Context: an optimization exercise on an open-source flow, tuned for a short achievable clock period and few clock cycles per item. The choices shown serve that exercise and are no tape-out recipe. The RTL was checked by simulation tests, not by an equivalence proof against the original design. Power and IR drop assume default switching activity.

==> inputs of run K <==
## pipe_core
module pipe_core #(
	parameter int MEM_DEPTH = 64
) (
	input  logic                clk,
	input  logic                rst,
	input  logic                issue_valid,
	input  logic [2:0]          issue_op,
	input  logic [4:0]          issue_rd,
	input  logic [4:0]          issue_rs1,
	input  logic [4:0]          issue_rs2,
	input  logic [15:0]         issue_imm,
	output logic                stall,
	output logic                commit_valid,
	output pipe_pkg::reg_addr_t commit_rd,
	output pipe_pkg::word_t     commit_data
);
export LEC_CHECK = 0
export ABC_CLOCK_PERIOD_IN_PS = 2500
export CAP_MARGIN = 20
export CORE_MARGIN = 2
export CORE_UTILIZATION = 40
export PLACE_DENSITY = 0.5
export SETUP_SLACK_MARGIN = 2.6
export SLEW_MARGIN = 20
create_clock -name core_clock -period 5.3 [get_ports {clk}]
run.sh (not shown) runs the stock make flow with config.mk's settings and CLKGATE_MAP_FILE= SYNTH_SCRIPT=/design/flow/synth_recipe.tcl, a recipe that flattens the netlist after the stock synthesis.
==> inputs of run M, as changes to run K <==
--- a/flow/design.v
+++ b/flow/design.v
@@ -28,17 +28,18 @@
 	} issue_t;
 endpackage
 `timescale 1ns/1ps
 module rf_slice #(
 	parameter int B = 16
 ) (
 	input  logic         clk,
 	input  logic         clr,
-	input  logic [31:1]  wsel,    
+	input  logic         we,
+	input  logic [4:0]   wa,
 	input  logic [B-1:0] wd,
 	input  logic [31:1]  s1,
 	input  logic [31:1]  s2,
 	output logic [B-1:0] ra,
 	output logic [B-1:0] rb
 );
 	logic [B-1:0] regs [1:31];
 	always_comb begin
@@ -48,20 +49,18 @@
 			ra = ra | (regs[i] & {B{s1[i]}});
 			rb = rb | (regs[i] & {B{s2[i]}});
 		end
 	end
 	always_ff @(posedge clk) begin
 		if (clr) begin
 			for (int i = 1; i < 32; i++)
 				regs[i] <= '0;
-		end else begin
-			for (int i = 1; i < 32; i++)
-				if (wsel[i])
-					regs[i] <= wd;
+		end else if (we) begin
+			regs[wa] <= wd;
 		end
 	end
 endmodule
 `timescale 1ns/1ps
 `timescale 1ns/1ps
 `timescale 1ns/1ps
 module ks_add #(
 	parameter int N = 16
@@ -131,35 +130,34 @@
 endmodule
 `timescale 1ns/1ps
 module mem_slice #(
 	parameter int B = 16,
 	parameter int D = 64
 ) (
 	input  logic                 clk,
 	input  logic                 clr,
-	input  logic [D-1:0]         wsel,    
+	input  logic                 we,
+	input  logic [$clog2(D)-1:0] wa,
 	input  logic [B-1:0]         wd,
 	input  logic [D-1:0]         sel,
 	output logic [B-1:0]         rd
 );
 	logic [B-1:0] mem [0:D-1];
 	always_comb begin
 		rd = '0;
 		for (int i = 0; i < D; i++)
 			rd = rd | (mem[i] & {B{sel[i]}});
 	end
 	always_ff @(posedge clk) begin
 		if (clr) begin
 			for (int i = 0; i < D; i++)
 				mem[i] <= '0;
-		end else begin
-			for (int i = 0; i < D; i++)
-				if (wsel[i])
-					mem[i] <= wd;
+		end else if (we) begin
+			mem[wa] <= wd;
 		end
 	end
 endmodule
 `timescale 1ns/1ps
 module pipe_core #(
 	parameter int MEM_DEPTH = 64
 ) (
 	input  logic                clk,
@@ -302,38 +300,40 @@
 	logic [P-1:0]       c_xb;
 	logic [P-1:0]       c_xs;
 	logic [P-1:0]       c_fa;
 	logic [P-1:0]       c_fb;
 	logic [P-1:0]       c_f2a;
 	logic [P-1:0]       c_f2b;
 	logic [P-1:0]       c_uimm;
 	logic [P-1:0][15:0] c_imm;
+	logic [P-1:0][5:0]  c_addr;    
+	logic [P-1:0]       c_hit;     
 	logic [P-1:0][31:1] c_s1;
 	logic [P-1:0][31:1] c_s2;
-	logic [P-1:0][31:1] c_rsel;    
 	logic [S-1:0][MEM_DEPTH-1:0] c_msel;
-	logic [S-1:0][MEM_DEPTH-1:0] c_wsel;    
+	logic               hit0;
 	logic [S-1:0][B-1:0] rf_a;       
 	logic [S-1:0][B-1:0] rf_b;
 	logic [S-1:0][B-1:0] d_ra;       
 	logic [S-1:0][B-1:0] d_rb;
 	logic [S-1:0][B-1:0] d_a;        
 	logic [S-1:0][B-1:0] d_b;
 	logic [S-1:0][B-1:0] res;        
 	logic [S-1:0][B-1:0] resw;
 	logic [S-1:0][B-1:0] resv;
 	logic [S-1:0][B-1:0] sd;         
 	logic [S-1:0]        cy;         
 	logic [S-1:0][B-1:0] sums;       
 	logic [S-1:0][B-1:0] w_res;      
 	logic [S-1:0][B-1:0] rf_wd;      
 	logic [S-1:0][B-1:0] w2_res;     
+	logic [S-1:0][B-1:0] w_sd;       
 	logic [S-1:0]        w_cy;       
-	assign hold = d_v && (d_ld || d_st) && d_xa;
+	assign hold = d_v && d_ld && d_xa;
 	logic go;
 	assign go = d_v && !hold;
 	always_ff @(posedge clk) begin
 		if (rst)
 			d_v <= 1'b0;
 		else if (!hold)
 			d_v <= r_v;
 	end
@@ -376,46 +376,37 @@
 	logic [63:0] oh_w2;
 	logic [63:0] oh_r;
 	sum_dec dec_w_i  (.a (rf_wd[0][7:0]),  .b (d_imm[7:0]), .oh (oh_w));
 	sum_dec dec_w2_i (.a (w2_res[0][7:0]), .b (d_imm[7:0]), .oh (oh_w2));
 	sum_dec dec_r_i  (.a (d_ra[0][7:0]),   .b (d_imm[7:0]), .oh (oh_r));
 	assign d_msel = d_fa ? oh_w : d_f2a ? oh_w2 : oh_r;
 	always_ff @(posedge clk) begin
 		if (rst) begin
-			c_wsel <= '0;
-			c_rsel <= '0;
 			c_v  <= '0;
 			c_wr <= '0;
 			c_cm <= '0;
 			c_st <= '0;
 			c_ld <= '0;
 		end else begin
 			c_v[0]  <= go;
 			c_wr[0] <= go && d_wr;
 			c_cm[0] <= go && !d_st;
 			c_st[0] <= go && d_st;
 			c_ld[0] <= go && d_ld;
-			for (int i = 1; i < 32; i++)
-				c_rsel[0][i] <= go && d_wr && (d_rd == i[4:0]);
-			for (int p = 1; p < P; p++)
-				c_rsel[p] <= c_rsel[p-1];
-			for (int i = 0; i < MEM_DEPTH; i++)
-				c_wsel[0][i] <= go && d_st && d_msel[i];
-			for (int k = 1; k < S; k++)
-				c_wsel[k] <= c_wsel[k-1];
 			for (int p = 1; p < P; p++) begin
 				c_v[p]  <= c_v[p-1];
 				c_wr[p] <= c_wr[p-1];
 				c_cm[p] <= c_cm[p-1];
 				c_st[p] <= c_st[p-1];
 				c_ld[p] <= c_ld[p-1];
 			end
 		end
 	end
+	assign hit0 = c_ld[0] && c_st[1] && (c_addr[0] == c_addr[1]);
 	always_ff @(posedge clk) begin
 		c_rd[0]   <= d_rd;
 		c_sub[0]  <= (d_op == OP_SUB);
 		c_ssum[0] <= (d_op == OP_ADD) || (d_op == OP_SUB) || (d_op == OP_ADDI);
 		c_sand[0] <= (d_op == OP_AND);
 		c_sor[0]  <= (d_op == OP_OR);
 		c_sxor[0] <= (d_op == OP_XOR);
 		c_selw[0] <= {(d_op == OP_XOR), (d_op == OP_OR), (d_op == OP_AND),
@@ -429,20 +420,22 @@
 		c_xb[0]   <= d_xb && !d_use_imm;
 		c_xs[0]   <= d_xb;
 		c_fa[0]   <= d_fa;
 		c_fb[0]   <= d_fb;
 		c_f2a[0]  <= d_f2a;
 		c_f2b[0]  <= d_f2b;
 		c_uimm[0] <= d_use_imm;
 		c_imm[0]  <= d_imm;
+		c_addr[0] <= d_addr;
 		c_s1[0]   <= d_s1;
 		c_s2[0]   <= d_s2;
 		for (int i = 0; i < MEM_DEPTH; i++)
 			c_msel[0][i] <= go && d_ld && d_msel[i];
+		c_hit[0]  <= 1'b0;
 		for (int p = 1; p < P; p++) begin
 			c_rd[p]   <= c_rd[p-1];
 			c_sub[p]  <= c_sub[p-1];
 			c_ssum[p] <= c_ssum[p-1];
 			c_sand[p] <= c_sand[p-1];
 			c_sor[p]  <= c_sor[p-1];
 			c_sxor[p] <= c_sxor[p-1];
 			c_selw[p] <= c_selw[p-1];
@@ -457,36 +450,44 @@
 			c_fb[p]   <= c_fb[p-1];
 			c_f2a[p]  <= c_f2a[p-1];
 			c_f2b[p]  <= c_f2b[p-1];
 			c_uimm[p] <= c_uimm[p-1];
 			c_imm[p]  <= c_imm[p-1];
 			c_s1[p]   <= c_s1[p-1];
 			c_s2[p]   <= c_s2[p-1];
 		end
+		c_addr[1] <= c_st[0] ? sum0_addr : c_addr[0];
+		for (int p = 2; p < P; p++)
+			c_addr[p] <= c_addr[p-1];
+		c_hit[1] <= hit0;
+		for (int p = 2; p < P; p++)
+			c_hit[p] <= c_hit[p-1];
 		for (int k = 1; k < S; k++)
 			c_msel[k] <= c_msel[k-1];
 	end
+	logic [5:0] sum0_addr;
 	for (genvar k = 0; k < S; k++) begin : sl
 		logic [31:1] rs1;
 		logic [31:1] rs2;
 		if (k == 0) begin : g_r0
 			assign rs1 = r_s1;
 			assign rs2 = r_s2;
 		end else if (k == 1) begin : g_r1
 			assign rs1 = d_s1;
 			assign rs2 = d_s2;
 		end else begin : g_rk
 			assign rs1 = c_s1[k-2];
 			assign rs2 = c_s2[k-2];
 		end
 		rf_slice #(.B(B)) rf_i (
 			.clk  (clk),
 			.clr  (rst),
-			.wsel (c_rsel[k+1]),
+			.we   (c_wr[k+1]),
+			.wa   (c_rd[k+1]),
 			.wd   (rf_wd[k]),
 			.s1   (rs1),
 			.s2   (rs2),
 			.ra   (rf_a[k]),
 			.rb   (rf_b[k])
 		);
 		logic fa;
 		logic fb;
@@ -557,22 +558,23 @@
 			.cin  (cin),
 			.s    (sum),
 			.cout (cy[k])
 		);
 		assign sums[k] = sum;
 		mem_slice #(.B(B), .D(MEM_DEPTH)) mem_i (
 			.clk  (clk),
 			.clr  (rst),
-			.wsel (c_wsel[k]),
-			.wd   (sd[k]),
+			.we   (c_st[k+1]),
+			.wa   (c_addr[k+1]),
+			.wd   (w_sd[k]),
 			.sel  (c_msel[k]),
 			.rd   (mrd)
 		);
-		assign ld = mrd;
+		assign ld = ((k == 0) ? hit0 : c_hit[k]) ? w_sd[k] : mrd;
 		assign res[k] = (sum & {B{c_ssum[k]}})
 		              | ((a & b) & {B{c_sand[k]}})
 		              | ((a | b) & {B{c_sor[k]}})
 		              | ((a ^ b) & {B{c_sxor[k]}})
 		              | ld;
 		assign resw[k] = (sum & {B{c_selw[k][0]}})
 		               | ((a & b) & {B{c_selw[k][1]}})
 		               | ((a | b) & {B{c_selw[k][2]}})
@@ -582,19 +584,21 @@
 		               | ((a & b) & {B{c_selv[k][1]}})
 		               | ((a | b) & {B{c_selv[k][2]}})
 		               | ((a ^ b) & {B{c_selv[k][3]}})
 		               | ld;
 		always_ff @(posedge clk) begin
 			w_res[k]  <= res[k];
 			rf_wd[k]  <= resw[k];
 			w2_res[k] <= rf_wd[k];
+			w_sd[k]   <= sd[k];
 			w_cy[k]   <= cy[k];
 		end
 	end
+	assign sum0_addr = sums[0][7:2];
 	logic [S-1:0][S-1:0][B-1:0] dl;
 	always_ff @(posedge clk) begin
 		for (int k = 0; k < S; k++)
 			for (int p = 1; p < S; p++)
 				dl[k][p] <= (p == k + 1) ? res[k] : dl[k][p-1];
 	end
 	logic [31:0] commit_next;
 	always_comb begin
==> inputs of run F, as changes to run K <==
--- a/flow/design.v
+++ b/flow/design.v
@@ -252,29 +252,34 @@
 				skid_imm <= issue_imm;
 			end
 		end else begin
 			r_op  <= n_op;
 			r_rd  <= n_rd;
 			r_rs1 <= n_rs1;
 			r_rs2 <= n_rs2;
 			r_imm <= n_imm;
-			for (int i = 1; i < 32; i++) begin
-				r_s1[i] <= (n_rs1 == i[4:0]);
-				r_s2[i] <= (n_rs2 == i[4:0]);
-			end
 		end
 	end
 	assign stall = stall_q;
+	always_ff @(posedge clk) begin
+		for (int i = 1; i < 32; i++) begin
+			r_s1[i] <= ((hold ? r_rs1 : n_rs1) == i[4:0]);
+			r_s2[i] <= ((hold ? r_rs2 : n_rs2) == i[4:0]);
+		end
+	end
 	logic r_wr;
 	assign r_wr = (r_op != OP_STORE) && (r_rd != 5'd0);
 	logic        d_v;
 	logic [2:0]  d_op;
 	logic [4:0]  d_rd;
 	logic [15:0] d_imm;
+	logic [15:0] d_immp;     
+	logic [4:0]  d_rs1;
+	logic [4:0]  d_rs2;
 	logic [31:1] d_s1;
 	logic [31:1] d_s2;
 	logic        d_wr;
 	logic        d_ld;
 	logic        d_st;
 	logic        d_use_imm;
 	logic        d_xa;
 	logic        d_xb;
@@ -307,33 +312,36 @@
 	logic [P-1:0]       c_f2b;
 	logic [P-1:0]       c_uimm;
 	logic [P-1:0][15:0] c_imm;
 	logic [P-1:0][31:1] c_s1;
 	logic [P-1:0][31:1] c_s2;
 	logic [P-1:0][31:1] c_rsel;    
 	logic [S-1:0][MEM_DEPTH-1:0] c_msel;
 	logic [S-1:0][MEM_DEPTH-1:0] c_wsel;    
+	logic                        c_late;    
+	logic [MEM_DEPTH-1:0]        late_oh;   
+	logic [MEM_DEPTH-1:0]        wsel0;     
 	logic [S-1:0][B-1:0] rf_a;       
 	logic [S-1:0][B-1:0] rf_b;
 	logic [S-1:0][B-1:0] d_ra;       
 	logic [S-1:0][B-1:0] d_rb;
 	logic [S-1:0][B-1:0] d_a;        
 	logic [S-1:0][B-1:0] d_b;
 	logic [S-1:0][B-1:0] res;        
 	logic [S-1:0][B-1:0] resw;
 	logic [S-1:0][B-1:0] resv;
 	logic [S-1:0][B-1:0] sd;         
 	logic [S-1:0]        cy;         
 	logic [S-1:0][B-1:0] sums;       
 	logic [S-1:0][B-1:0] w_res;      
 	logic [S-1:0][B-1:0] rf_wd;      
 	logic [S-1:0][B-1:0] w2_res;     
 	logic [S-1:0]        w_cy;       
-	assign hold = d_v && (d_ld || d_st) && d_xa;
+	assign hold = d_v && d_ld && d_xa;
 	logic go;
 	assign go = d_v && !hold;
 	always_ff @(posedge clk) begin
 		if (rst)
 			d_v <= 1'b0;
 		else if (!hold)
 			d_v <= r_v;
 	end
@@ -344,49 +352,63 @@
 			d_fa  <= d_xa;
 			d_fb  <= d_xb;
 			d_f2a <= d_fa;
 			d_f2b <= d_fb;
 		end else begin
 			d_op      <= r_op;
 			d_rd      <= r_rd;
 			d_imm     <= r_imm;
-			d_s1      <= r_s1;
-			d_s2      <= r_s2;
+			d_rs1     <= r_rs1;
+			d_rs2     <= r_rs2;
 			d_wr      <= r_wr;
 			d_ld      <= (r_op == OP_LOAD);
 			d_st      <= (r_op == OP_STORE);
 			d_use_imm <= (r_op == OP_ADDI) || (r_op == OP_LOAD) || (r_op == OP_STORE);
 			d_xa      <= d_v && d_wr && (d_rd == r_rs1);
 			d_xb      <= d_v && d_wr && (d_rd == r_rs2);
 			d_fa      <= c_wr[0] && (c_rd[0] == r_rs1);
 			d_fb      <= c_wr[0] && (c_rd[0] == r_rs2);
 			d_f2a     <= c_wr[1] && (c_rd[1] == r_rs1);
 			d_f2b     <= c_wr[1] && (c_rd[1] == r_rs2);
 		end
 	end
-	logic [7:0] ad_w;
-	logic [7:0] ad_w2;
-	logic [7:0] ad_r;
-	logic [5:0] d_addr;
+	always_ff @(posedge clk) begin
+		d_immp <= hold ? d_imm : r_imm;
+		for (int i = 1; i < 32; i++) begin
+			d_s1[i] <= ((hold ? d_rs1 : r_rs1) == i[4:0]);
+			d_s2[i] <= ((hold ? d_rs2 : r_rs2) == i[4:0]);
+		end
+	end
 	logic [MEM_DEPTH-1:0] d_msel;
-	assign ad_w   = rf_wd[0][7:0] + d_imm[7:0];
-	assign ad_w2  = w2_res[0][7:0] + d_imm[7:0];
-	assign ad_r   = d_ra[0][7:0] + d_imm[7:0];
-	assign d_addr = d_fa ? ad_w[7:2] : d_f2a ? ad_w2[7:2] : ad_r[7:2];
 	logic [63:0] oh_w;
 	logic [63:0] oh_w2;
 	logic [63:0] oh_r;
-	sum_dec dec_w_i  (.a (rf_wd[0][7:0]),  .b (d_imm[7:0]), .oh (oh_w));
-	sum_dec dec_w2_i (.a (w2_res[0][7:0]), .b (d_imm[7:0]), .oh (oh_w2));
-	sum_dec dec_r_i  (.a (d_ra[0][7:0]),   .b (d_imm[7:0]), .oh (oh_r));
+	sum_dec dec_w_i  (.a (rf_wd[0][7:0]),  .b (d_immp[7:0]), .oh (oh_w));
+	sum_dec dec_w2_i (.a (w2_res[0][7:0]), .b (d_immp[7:0]), .oh (oh_w2));
+	sum_dec dec_r_i  (.a (d_ra[0][7:0]),   .b (d_immp[7:0]), .oh (oh_r));
 	assign d_msel = d_fa ? oh_w : d_f2a ? oh_w2 : oh_r;
+	logic ld_w;
+	logic ld_w2;
+	logic ld_r;
+	logic st_w;
+	logic st_w2;
+	logic st_r;
+	assign ld_w  = go && d_ld && d_fa;
+	assign ld_w2 = go && d_ld && !d_fa && d_f2a;
+	assign ld_r  = go && d_ld && !d_fa && !d_f2a;
+	assign st_w  = go && d_st && !d_xa && d_fa;
+	assign st_w2 = go && d_st && !d_xa && !d_fa && d_f2a;
+	assign st_r  = go && d_st && !d_xa && !d_fa && !d_f2a;
+	sum_dec dec_late_i (.a (rf_wd[0][7:0]), .b (c_imm[0][7:0]), .oh (late_oh));
+	assign wsel0 = c_wsel[0] | (late_oh & {MEM_DEPTH{c_late}});
 	always_ff @(posedge clk) begin
 		if (rst) begin
 			c_wsel <= '0;
+			c_late <= 1'b0;
 			c_rsel <= '0;
 			c_v  <= '0;
 			c_wr <= '0;
 			c_cm <= '0;
 			c_st <= '0;
 			c_ld <= '0;
 		end else begin
 			c_v[0]  <= go;
@@ -394,18 +416,20 @@
 			c_cm[0] <= go && !d_st;
 			c_st[0] <= go && d_st;
 			c_ld[0] <= go && d_ld;
 			for (int i = 1; i < 32; i++)
 				c_rsel[0][i] <= go && d_wr && (d_rd == i[4:0]);
 			for (int p = 1; p < P; p++)
 				c_rsel[p] <= c_rsel[p-1];
 			for (int i = 0; i < MEM_DEPTH; i++)
-				c_wsel[0][i] <= go && d_st && d_msel[i];
-			for (int k = 1; k < S; k++)
+				c_wsel[0][i] <= (st_w && oh_w[i]) || (st_w2 && oh_w2[i]) || (st_r && oh_r[i]);
+			c_late <= go && d_st && d_xa;
+			c_wsel[1] <= wsel0;
+			for (int k = 2; k < S; k++)
 				c_wsel[k] <= c_wsel[k-1];
 			for (int p = 1; p < P; p++) begin
 				c_v[p]  <= c_v[p-1];
 				c_wr[p] <= c_wr[p-1];
 				c_cm[p] <= c_cm[p-1];
 				c_st[p] <= c_st[p-1];
 				c_ld[p] <= c_ld[p-1];
 			end
@@ -432,17 +456,17 @@
 		c_fb[0]   <= d_fb;
 		c_f2a[0]  <= d_f2a;
 		c_f2b[0]  <= d_f2b;
 		c_uimm[0] <= d_use_imm;
 		c_imm[0]  <= d_imm;
 		c_s1[0]   <= d_s1;
 		c_s2[0]   <= d_s2;
 		for (int i = 0; i < MEM_DEPTH; i++)
-			c_msel[0][i] <= go && d_ld && d_msel[i];
+			c_msel[0][i] <= (ld_w && oh_w[i]) || (ld_w2 && oh_w2[i]) || (ld_r && oh_r[i]);
 		for (int p = 1; p < P; p++) begin
 			c_rd[p]   <= c_rd[p-1];
 			c_sub[p]  <= c_sub[p-1];
 			c_ssum[p] <= c_ssum[p-1];
 			c_sand[p] <= c_sand[p-1];
 			c_sor[p]  <= c_sor[p-1];
 			c_sxor[p] <= c_sxor[p-1];
 			c_selw[p] <= c_selw[p-1];
@@ -557,22 +581,34 @@
 			.cin  (cin),
 			.s    (sum),
 			.cout (cy[k])
 		);
 		assign sums[k] = sum;
 		mem_slice #(.B(B), .D(MEM_DEPTH)) mem_i (
 			.clk  (clk),
 			.clr  (rst),
-			.wsel (c_wsel[k]),
+			.wsel ((k == 0) ? wsel0 : c_wsel[k]),
 			.wd   (sd[k]),
-			.sel  (c_msel[k]),
+			.sel  (c_msel[(k == 0) ? 0 : k-1]),
 			.rd   (mrd)
 		);
-		assign ld = mrd;
+		if (k == 0) begin : g_ld0
+			assign ld = mrd;
+		end else begin : g_ldk
+			logic [B-1:0] pre;
+			logic [B-1:0] st_d;
+			logic         hit;
+			always_ff @(posedge clk) begin
+				pre  <= mrd;
+				st_d <= sd[k];
+				hit  <= |(c_msel[k-1] & c_wsel[k]);
+			end
+			assign ld = hit ? st_d : pre;
+		end
 		assign res[k] = (sum & {B{c_ssum[k]}})
 		              | ((a & b) & {B{c_sand[k]}})
 		              | ((a | b) & {B{c_sor[k]}})
 		              | ((a ^ b) & {B{c_sxor[k]}})
 		              | ld;
 		assign resw[k] = (sum & {B{c_selw[k][0]}})
 		               | ((a & b) & {B{c_selw[k][1]}})
 		               | ((a | b) & {B{c_selw[k][2]}})
- SETUP_SLACK_MARGIN: 2.6 -> 3.0
==> impl_results.md <==
* Met2 Track Usage GR at 53.0%
* Initial antenna violation count at 68
* Inverters at 188
* DR WL met2 at 351000 µm
* Seq cells at 4510
* #FFs+latches synth at 4510
* Outcome: finished clean
* Critical Path RT at 4240 ps
* Metal3 WL at 90400 µm
That was run F.
==> impl_results.md <==
* Inverters at 134
* Outcome: finished clean
* Met2 Track Usage GR at 58.6%
* Critical Path RT at 5960 ps
* Seq cells at 4172
* Initial antenna violation count at 79
* DR WL met2 at 382000 µm
That was run M.
==> impl_results.md <==
* Seq cells at 4504
* Met2 Track Usage GR at 51.0%
* Biggest regs: sl.mem_i.mem x2048, sl.rf_i.regs x992
* Metal3 WL at 66500 µm
* Inverters at 137
* Initial antenna violation count at 43
* Outcome: finished clean
* Endpoint class of the critical path: register
* Critical Path RT at 6220 ps
* Post-Synth XOR/XNOR Area at 0.778%
* Internal power at 54.8 mW
* #FFs+latches synth at 4504
That was run K.
Testbench counts of run K, summed over its fixed seeds: cycles 4,173, items 4,000.
Testbench counts of run M, summed over its fixed seeds: cycles 4,120, items 4,000.
Testbench counts of run F, summed over its fixed seeds: cycles 4,120, items 4,000.

port drivers added, routing unchanged:
In the flow no input, the clock included, has a driving cell. The finished layouts below were timed again as built, in two steps. Step 1 (the two cells are an assumption about what drives the block):
set clk [get_ports {clk}]
set_driving_cell -lib_cell sky130_fd_sc_hd__clkbuf_16 $clk
set_driving_cell -lib_cell sky130_fd_sc_hd__buf_2 [delete_from_list [all_inputs] $clk]
Step 2 moves the port delays by t, midway between the first and last clock arrival at a register: inputs arrive t later, outputs are due t later. That takes back most of the time a late clock gives input paths. Three values: ideal, step 1, step 2; two values: the first two.
run	shift t [ns]	setup slack, ns	worst hold slack (ns)
run K	1.143	2.472 / 2.472 / 2.199	0.318 / 0.318 / 0.318
run M	1.137	2.364 / 2.364 / 1.377	0.313 / 0.313 / 0.313
run F	1.124	2.617 / 2.501 / 1.794	0.323 / 0.323 / 0.323
After both steps setup and hold are still met in every run listed. For run M, which loses most, drivers alone change the setup slack by 0.000 ns; drivers and shift together by -0.987 ns.
